Source: an optimization exercise on an open RTL-to-GDS flow (aim: small area). Production flows keep margins and buffers that such runs may drop.
The RTL was checked by simulation tests, not by an equivalence proof against the original design.
Power is estimated from default activity; no workload was simulated.

Design rv_regfile_mp, start of the top module:
module rv_regfile_mp
#(
  parameter int  XLEN  = rv_regfile_pkg::XLEN_DEF,
  parameter int  NREGS = rv_regfile_pkg::NREGS_DEF,
  parameter int  NRD   = 2,
  localparam int AW    = $clog2(NREGS),
  localparam int CW    = rv_regfile_pkg::cnt_w(NREGS)
) (
  input  logic                clk,
  input  logic                rst,
  input  logic [NRD*AW-1:0]   rd_addr_i,
  output logic [NRD*XLEN-1:0] rd_data_o,
  output logic [NRD-1:0]      rd_busy_o,
  input  logic                claim_valid_i,
  input  logic [AW-1:0]       claim_addr_i,
  output logic                claim_ready_o,
  input  logic                wb_valid_i,
  input  logic [AW-1:0]       wb_addr_i,
  input  logic [XLEN-1:0]     wb_data_i,
  output logic [CW-1:0]       pending_cnt_o
);
Settings: LEC_CHECK=0, CAP_MARGIN=20, CORE_MARGIN=2, CORE_UTILIZATION=45, CTS_BUF_LIST=sky130_fd_sc_hd__clkbuf_16, CTS_CLUSTER_DIAMETER=100, CTS_CLUSTER_SIZE=25, SLEW_MARGIN=20, SYNTH_HIERARCHICAL=1; clock period 8.0 ns.
run.sh (not shown) runs the stock make flow with config.mk's settings and CLKGATE_MAP_FILE= SYNTH_SCRIPT=/design/flow/synth_recipe.tcl, a recipe that flattens the netlist after the stock synthesis.
The first run passed the timing, design-rule and antenna checks.
Next try:
==> flow/flow/run.sh (new file) <==
#!/bin/bash
# Standard layout with two changes: ports are buffered with the smallest buffer
# (buf_1) and clock tree synthesis builds no dummy loads.
set -euo pipefail
bash standard.sh \
  "BUFFER_PORTS_ARGS=-buffer_cell sky130_fd_sc_hd__buf_1" \
  "CTS_ARGS=-sink_clustering_enable -repair_clock_nets -dont_use_dummy_load -buf_list sky130_fd_sc_hd__clkbuf_16 -sink_clustering_size 25 -sink_clustering_max_diameter 100" \
  finish > standard_flow.log 2>&1
==> flow/standard.sh (new file) <==
#!/bin/bash
# synth_recipe.tcl (not shown) runs the flow's synth.tcl, then flattens the netlist and writes it again
# the make line also repeats each setting of config.mk as NAME=value (left out here)
make -C /OpenROAD-flow-scripts/flow DESIGN_CONFIG=/design/flow/config.mk WORK_HOME=/design/flow/orfs CLKGATE_MAP_FILE= SYNTH_SCRIPT=/design/flow/synth_recipe.tcl "${@:-finish}"
removed: flow/run.sh
=> Via count came out lower slightly. Power came out lower slightly. Utilization came out lower by 1.4 points. Fmax came out higher by roughly a tenth. Routed wire length came out lower slightly. Sequential power barely changes.
Next try:
==> flow/run.sh (new file) <==
#!/bin/bash
# synth_recipe.tcl (not shown) runs the flow's synth.tcl, then flattens the netlist and writes it again
# the make line also repeats each setting of config.mk as NAME=value (left out here)
make -C /OpenROAD-flow-scripts/flow DESIGN_CONFIG=/design/flow/config.mk WORK_HOME=/design/flow/orfs CLKGATE_MAP_FILE= SYNTH_SCRIPT=/design/flow/synth_recipe.tcl finish
--- a/flow/config.mk
+++ b/flow/config.mk
@@ -10,5 +10,2 @@
 export CORE_UTILIZATION = 45
-export CTS_BUF_LIST = sky130_fd_sc_hd__clkbuf_16
-export CTS_CLUSTER_DIAMETER = 100
-export CTS_CLUSTER_SIZE = 25
 export SLEW_MARGIN = 20
removed: flow/flow/run.sh
removed: flow/standard.sh
After rerunning:
- The new run finished with timing, DRC and antenna clean
- count of clock-buffer cells in the layout goes up by 113
- global-route usage goes up by 0.90 points
- via count goes up by about 2.4%
- total power goes up by 25%
- synthesized cell count stays the same
- cell area goes up by about 9%
- clock power goes up by about 100%

---

P:
rv_regfile_mp, a different RTL version from the one above (not shown whole).
Size in the first run: about 1100 flip-flops, ~130 I/O pins, roughly 45000 sq um of cells after synthesis.
export LEC_CHECK = 0
export CAP_MARGIN = 20
export CORE_MARGIN = 2
export CORE_UTILIZATION = 45
export CTS_BUF_LIST = sky130_fd_sc_hd__clkbuf_8
export CTS_CLUSTER_DIAMETER = 100
export CTS_CLUSTER_SIZE = 16
export SLEW_MARGIN = 20
export SYNTH_HIERARCHICAL = 1
create_clock -name core_clock -period 8.0 [get_ports {clk}]
standard.sh (not shown) runs the stock make flow with config.mk's settings and CLKGATE_MAP_FILE= SYNTH_SCRIPT=/design/flow/synth_recipe.tcl, a recipe that flattens the netlist after the stock synthesis.
==> flow/flow/run.sh <==
#!/bin/bash
# Standard layout with two changes: ports are buffered with the smallest buffer
# (buf_1) and clock tree synthesis builds no dummy loads.
set -euo pipefail
bash standard.sh \
  "BUFFER_PORTS_ARGS=-buffer_cell sky130_fd_sc_hd__buf_1" \
  "CTS_ARGS=-sink_clustering_enable -repair_clock_nets -dont_use_dummy_load -buf_list sky130_fd_sc_hd__clkbuf_8 -sink_clustering_size 16 -sink_clustering_max_diameter 100" \
  finish > standard_flow.log 2>&1
Having completed the whole flow, P delivered a layout that passed the timing, design-rule and antenna checks.
Edits applied to the flow inputs when going from P to Q:
==> flow/flow/run.sh <==
#!/bin/bash
# Standard layout with two changes: ports are buffered with the smallest buffer
# (buf_1) and clock tree synthesis builds no dummy loads.
set -euo pipefail
bash standard.sh \
  "BUFFER_PORTS_ARGS=-buffer_cell sky130_fd_sc_hd__buf_1" \
  "CTS_ARGS=-sink_clustering_enable -repair_clock_nets -dont_use_dummy_load -buf_list sky130_fd_sc_hd__clkbuf_16 -sink_clustering_size 25 -sink_clustering_max_diameter 100" \
  finish > standard_flow.log 2>&1
-- flow/config.mk --
<<< P, line 10
export CORE_UTILIZATION = 45
export CTS_BUF_LIST = sky130_fd_sc_hd__clkbuf_8
export CTS_CLUSTER_DIAMETER = 100
export CTS_CLUSTER_SIZE = 16
export SLEW_MARGIN = 20
>>> Q, line 10
export CORE_UTILIZATION = 45
export CTS_BUF_LIST = sky130_fd_sc_hd__clkbuf_16
export CTS_CLUSTER_DIAMETER = 100
export CTS_CLUSTER_SIZE = 25
export PLACE_DENSITY = 0.7
export SLEW_MARGIN = 20
Findings:
Taking P as the reference, in Q number of global-route vias before repair shows an increase of 1082; TritonCTS buffer count shows a reduction of about 36%; first-pass GRT wire length shows a reduction of about 0.4%; sequential cell fraction of total power shows a reduction of 1.2 points; fraction of standard cell area in multi-input logic shows a reduction of 0.26 points.
Compared with P, Q shows detailed-routed wire length on met3 higher by 4.8 mm.
The total internal power number comes out higher for Q vs P.
Looking at timing endpoint of the critical path, the rd_data_o[56] result is from Q; the rd_data_o[35] one comes from P.

## afterwards: timing with drivers on the ports
The flow's constraints put no driver on any port. The routed layouts listed below were extracted and timed again, unchanged, in two steps.
Step 1 sets driving cells, clkbuf_16 on the clock port and buf_2 on the other inputs (assumed; they add their load-dependent delay and slew).
Step 2 adds t to the input delays and takes it off the output delays; t is the mean of the earliest and latest rising clock arrival at the registers after step 1. Input paths then give back, and output paths get back, about the clock's delay inside the block.
a / b / c = ideal ports / drivers / drivers and shift; a / b = the first two.
run	t (ns)	setup slack, ns	worst hold slack (ns)	worst setup path after step 2	worst data-port slew with drivers (ns)
the first run of note 1	0.744	0.572 / 0.548 / 0.548	0.478 / 0.478 / 0.478	input to output	0.05
the second run of note 1	0.740	1.323 / 1.282 / 1.282	0.475 / 0.475 / 0.475	input to output	0.09
the third run of note 1	0.779	0.590 / 0.567 / 0.567	0.474 / 0.474 / 0.474	input to output	0.05
P	0.825	1.131 / 1.072 / 1.072	0.485 / 0.485 / 0.485	input to output	0.14
Q	0.710	1.152 / 1.099 / 1.099	0.495 / 0.495 / 0.495	input to output	0.14
After both steps setup and hold are still met in every run listed. For P, which loses most, drivers alone change the setup slack by -0.059 ns; drivers and shift together by -0.059 ns.
